From an optimization exercise on the open Yosys and OpenROAD flow, aimed at small area, a short achievable clock period and few clock cycles per item; shortcuts taken in it are not production practice.
Function was checked by simulation only, so behaviour that the tests miss may differ from the original.
Power and IR drop assume default switching activity.

Setup of run 1:
// bresenham_line_rasterizer
module bresenham_line_rasterizer #(
   parameter int COORD_BITS  = brl_pkg::COORD_BITS_DEFAULT,
   parameter int QUEUE_DEPTH = brl_pkg::QUEUE_DEPTH_DEFAULT
) (
   input  logic                                           clock,
   input  logic                                           reset,
   input  logic                                           req_tvalid,
   output logic                                           req_tready,
   input  logic [brl_pkg::req_data_bits(COORD_BITS)-1:0]  req_tdata,
   input  logic                                           req_tuser,
   output logic                                           rsp_tvalid,
   input  logic                                           rsp_tready,
   output logic [brl_pkg::rsp_data_bits(COORD_BITS)-1:0]  rsp_tdata,
   output logic                                           rsp_tlast,
   input  logic                                           csr_psel,
   input  logic                                           csr_penable,
  ...
Size in the first run: roughly 240 I/O pins, roughly 23000 um^2 of cells after synthesis.
Settings: LEC_CHECK=0, CAP_MARGIN=20, CORE_MARGIN=2, CORE_UTILIZATION=40, SETUP_SLACK_MARGIN=3.5, SLEW_MARGIN=20; clock period 7.5 ns.
run.sh (not shown) runs the stock make flow with config.mk's settings and CLKGATE_MAP_FILE= SYNTH_SCRIPT=/design/flow/synth_recipe.tcl, a recipe that flattens the netlist after the stock synthesis.
Testbench counts of run 1, summed over its fixed seeds: cycles 25,957, pixels 21,307.
Changes in run 2 relative to run 1:
Settings: a change of SETUP_SLACK_MARGIN from 3.5 to 4.0.
Notes after the runs:
[compare] base=run 1 new=run 2: global-route usage has increased; total number of cells along the worst setup path has increased; critical path data arrival time has increased; number of multi-input logic gates has remained practically unchanged; final cell count has increased. Of run 2 and run 1, the run reporting the lower first-pass iteration count of the detailed router was run 2. Run 2 ends up with lower total of fill cells in the finished design than run 1 does. Buffers plus inverters on the worst setup path: run 2 higher than run 1. Lower post-layout total power was reported by run 1, not run 2.
The inputs of run 3 differ from those of run 2 as listed below.
Settings: TNS_END_PERCENT now 10, previously not set; SETUP_SLACK_MARGIN now 3.6, was 4.0.
Looking at critical path endpoint, the u_back.addr_ff[9] result is from run 3; the u_back.addr_ff[30] one comes from run 2. Re final period utilization: run 3 and run 2 aren't equal, and the lower value belongs to run 3. In the metrics for run 3 and run 2, the one carrying the higher met1 capacity usage during global routing is run 2. Compared with run 2, run 3 shows total power that has gone down by more than 10%.


Setup of red:
Another version of the RTL of bresenham_line_rasterizer (not shown whole).
clock: 7.5 ns
lec_check: 0
cap_margin: 20
core_margin: 2
core_utilization: 55
setup_slack_margin: 3.6
slew_margin: 20
tns_end_percent: 0
standard.sh (not shown) runs the stock make flow with config.mk's settings and CLKGATE_MAP_FILE= SYNTH_SCRIPT=/design/flow/synth_recipe.tcl, a recipe that flattens the netlist after the stock synthesis.
==> flow/flow/run.sh <==
#!/bin/bash
# Layout flow: the standard flow (standard.sh, unchanged synthesis and
# layout steps), with the port buffers made from the small buffer
# sky130_fd_sc_hd__buf_1 instead of the flow's default delay buffer; the
# resizer still upsizes any port buffer that timing needs.
set -e
cp standard.sh standard_sh_copy.log
export BUFFER_PORTS_ARGS="-buffer_cell sky130_fd_sc_hd__buf_1"
bash standard.sh > standard.log 2>&1
Testbench counts of red, summed over its fixed seeds: cycles 25,957, pixels 21,307.
Input changes introduced in blue (baseline for comparison: red):
==> flow/run.sh (new file) <==
#!/bin/bash
# synth_recipe.tcl (not shown) runs the flow's synth.tcl, then flattens the netlist and writes it again
# the make line also repeats each setting of config.mk as NAME=value (left out here)
make -C /OpenROAD-flow-scripts/flow DESIGN_CONFIG=/design/flow/config.mk WORK_HOME=/design/flow/orfs CLKGATE_MAP_FILE= SYNTH_SCRIPT=/design/flow/synth_recipe.tcl finish
removed: flow/flow/run.sh
removed: flow/standard.sh
## What came out
blue vs. red: number of cells on the worst reg-to-reg path now larger, fraction of area in registers lost 1.3 points, via count rose by 1.5%, combined global-route utilization of all metal layers closely matched the old numbers, final non-filler cell area higher. Proportion of final cell area spent on non-clock buffers up 4.6 points in blue wrt red. blue vs. red: number of iterations in the first detailed-routing pass now larger, leakage power summed over all cells picked up an extra 6.5%.
diff inputs: blue => green
- CORE_UTILIZATION now 70, was 55
- SETUP_SLACK_MARGIN now 3.8, was 3.6
Comparing blue and green, the lower net switching fraction of the power was measured on blue.
Relative to blue, time the final worst path needs with I/O delays and setup has gone up in green.
Register share of the cell area | green above blue
green supports a lower top clock frequency than blue.


Another version of the RTL of bresenham_line_rasterizer (not shown whole).
Size: ~2500 cells after synthesis, roughly 230 flip-flops, roughly 240 I/O pins.
make LEC_CHECK=0 ABC_CLOCK_PERIOD_IN_PS=3000 CAP_MARGIN=20 CORE_MARGIN=2 CORE_UTILIZATION=40 SETUP_SLACK_MARGIN=4.2 SLEW_MARGIN=20 finish   # period 7.5 ns
run.sh (not shown) runs the stock make flow with config.mk's settings and CLKGATE_MAP_FILE= SYNTH_SCRIPT=/design/flow/synth_recipe.tcl, a recipe that flattens the netlist after the stock synthesis.
Stock flow here: none of the scripts above is used.
The starting point ran to the end with no violations.
Testbench counts at the start, summed over its fixed seeds: cycles 24,679, pixels 21,307.
Edit:
Settings changed: ABC_CLOCK_PERIOD_IN_PS 3000 to 4000, SETUP_SLACK_MARGIN 4.2 to 3.5.
=>
- worst setup slack got worse by 6.6 ps
- combinational power decreases by 20%
- clock-buffer cell count is unchanged
- cell area shrinks by 9.3%
- flip-flop and latch count does not change
- routed wire length drops by 6.6%
- die area stays the same


Setup of main:
bresenham_line_rasterizer, a different RTL version from the one above (not shown whole).
Size: about 2,700 cells after synthesis, about 240 flip-flops, roughly 24,000 um^2 of cells after synthesis.
Settings: LEC_CHECK=0, CAP_MARGIN=20, CORE_MARGIN=2, CORE_UTILIZATION=55, SETUP_SLACK_MARGIN=3.9, SLEW_MARGIN=20, TNS_END_PERCENT=0; clock period 7.5 ns.
standard.sh (not shown) runs the stock make flow with config.mk's settings and CLKGATE_MAP_FILE= SYNTH_SCRIPT=/design/flow/synth_recipe.tcl, a recipe that flattens the netlist after the stock synthesis.
==> flow/flow/run.sh <==
#!/bin/bash
# Layout flow: the standard flow (standard.sh, unchanged synthesis and
# layout steps), with the port buffers made from the small buffer
# sky130_fd_sc_hd__buf_1 instead of the flow's default delay buffer; the
# resizer still upsizes any port buffer that timing needs.
set -e
cp standard.sh standard_sh_copy.log
export BUFFER_PORTS_ARGS="-buffer_cell sky130_fd_sc_hd__buf_1"
bash standard.sh > standard.log 2>&1
Testbench counts of main, summed over its fixed seeds: cycles 25,957, pixels 21,307.
--- input diff main..the feature branch ---
- changing SETUP_SLACK_MARGIN from 3.9 to 3.6
Results
Comparing main against the feature branch, there is no change at all in maximum frequency. Comparing the feature branch against main, there is no change at all in wire length reported by the detailed router. Looking at the feature branch and main, the routing usage on met3 is a wash.

## static timing again, ports no longer ideal
The flow's constraints put no driver on any port. The routed layouts listed below were extracted and timed again, unchanged, in two steps.
Step 1, drivers: a clkbuf_16 drives clock and a buf_2 each remaining input, both assumed.
Step 2 times the ports against the registers' clock, not the clock port: input delays grow and output delays shrink by t, the midpoint of the rising clock arrivals with the driver on.
Three values: no drivers, after step 1, after step 2; two values: the first two.
run | t, ns | setup WS [ns] | worst register clock-pin slew, ns | pins driven straight from the clock port
run 1 | 0.654 | 3.335 / 3.335 / 2.793 | 0.07 / 0.07 | 1
run 2 | 0.647 | 3.264 / 3.264 / 2.854 | 0.07 / 0.07 | 1
run 3 | 0.635 | 3.306 / 3.299 / 2.793 | 0.07 / 0.07 | 1
red | 0.643 | 3.086 / 3.082 / 2.479 | 0.07 / 0.07 | 1
blue | 0.649 | 3.125 / 3.065 / 2.526 | 0.07 / 0.07 | 1
green | 0.607 | 2.902 / 2.926 / 2.320 | 0.07 / 0.07 | 1
the first run of note 3 | 0.635 | 2.410 / 2.410 / 2.410 | 0.06 / 0.06 | 1
the second run of note 3 | 0.630 | 2.403 / 2.403 / 2.403 | 0.07 / 0.07 | 1
main | 0.649 | 3.194 / 3.194 / 2.703 | 0.06 / 0.06 | 1
the feature branch | 0.649 | 3.194 / 3.194 / 2.703 | 0.06 / 0.06 | 1
After both steps setup and hold are still met in every run listed. The setup slack of red, which loses most, moves by -0.004 ns with the drivers and by -0.607 ns with both steps.
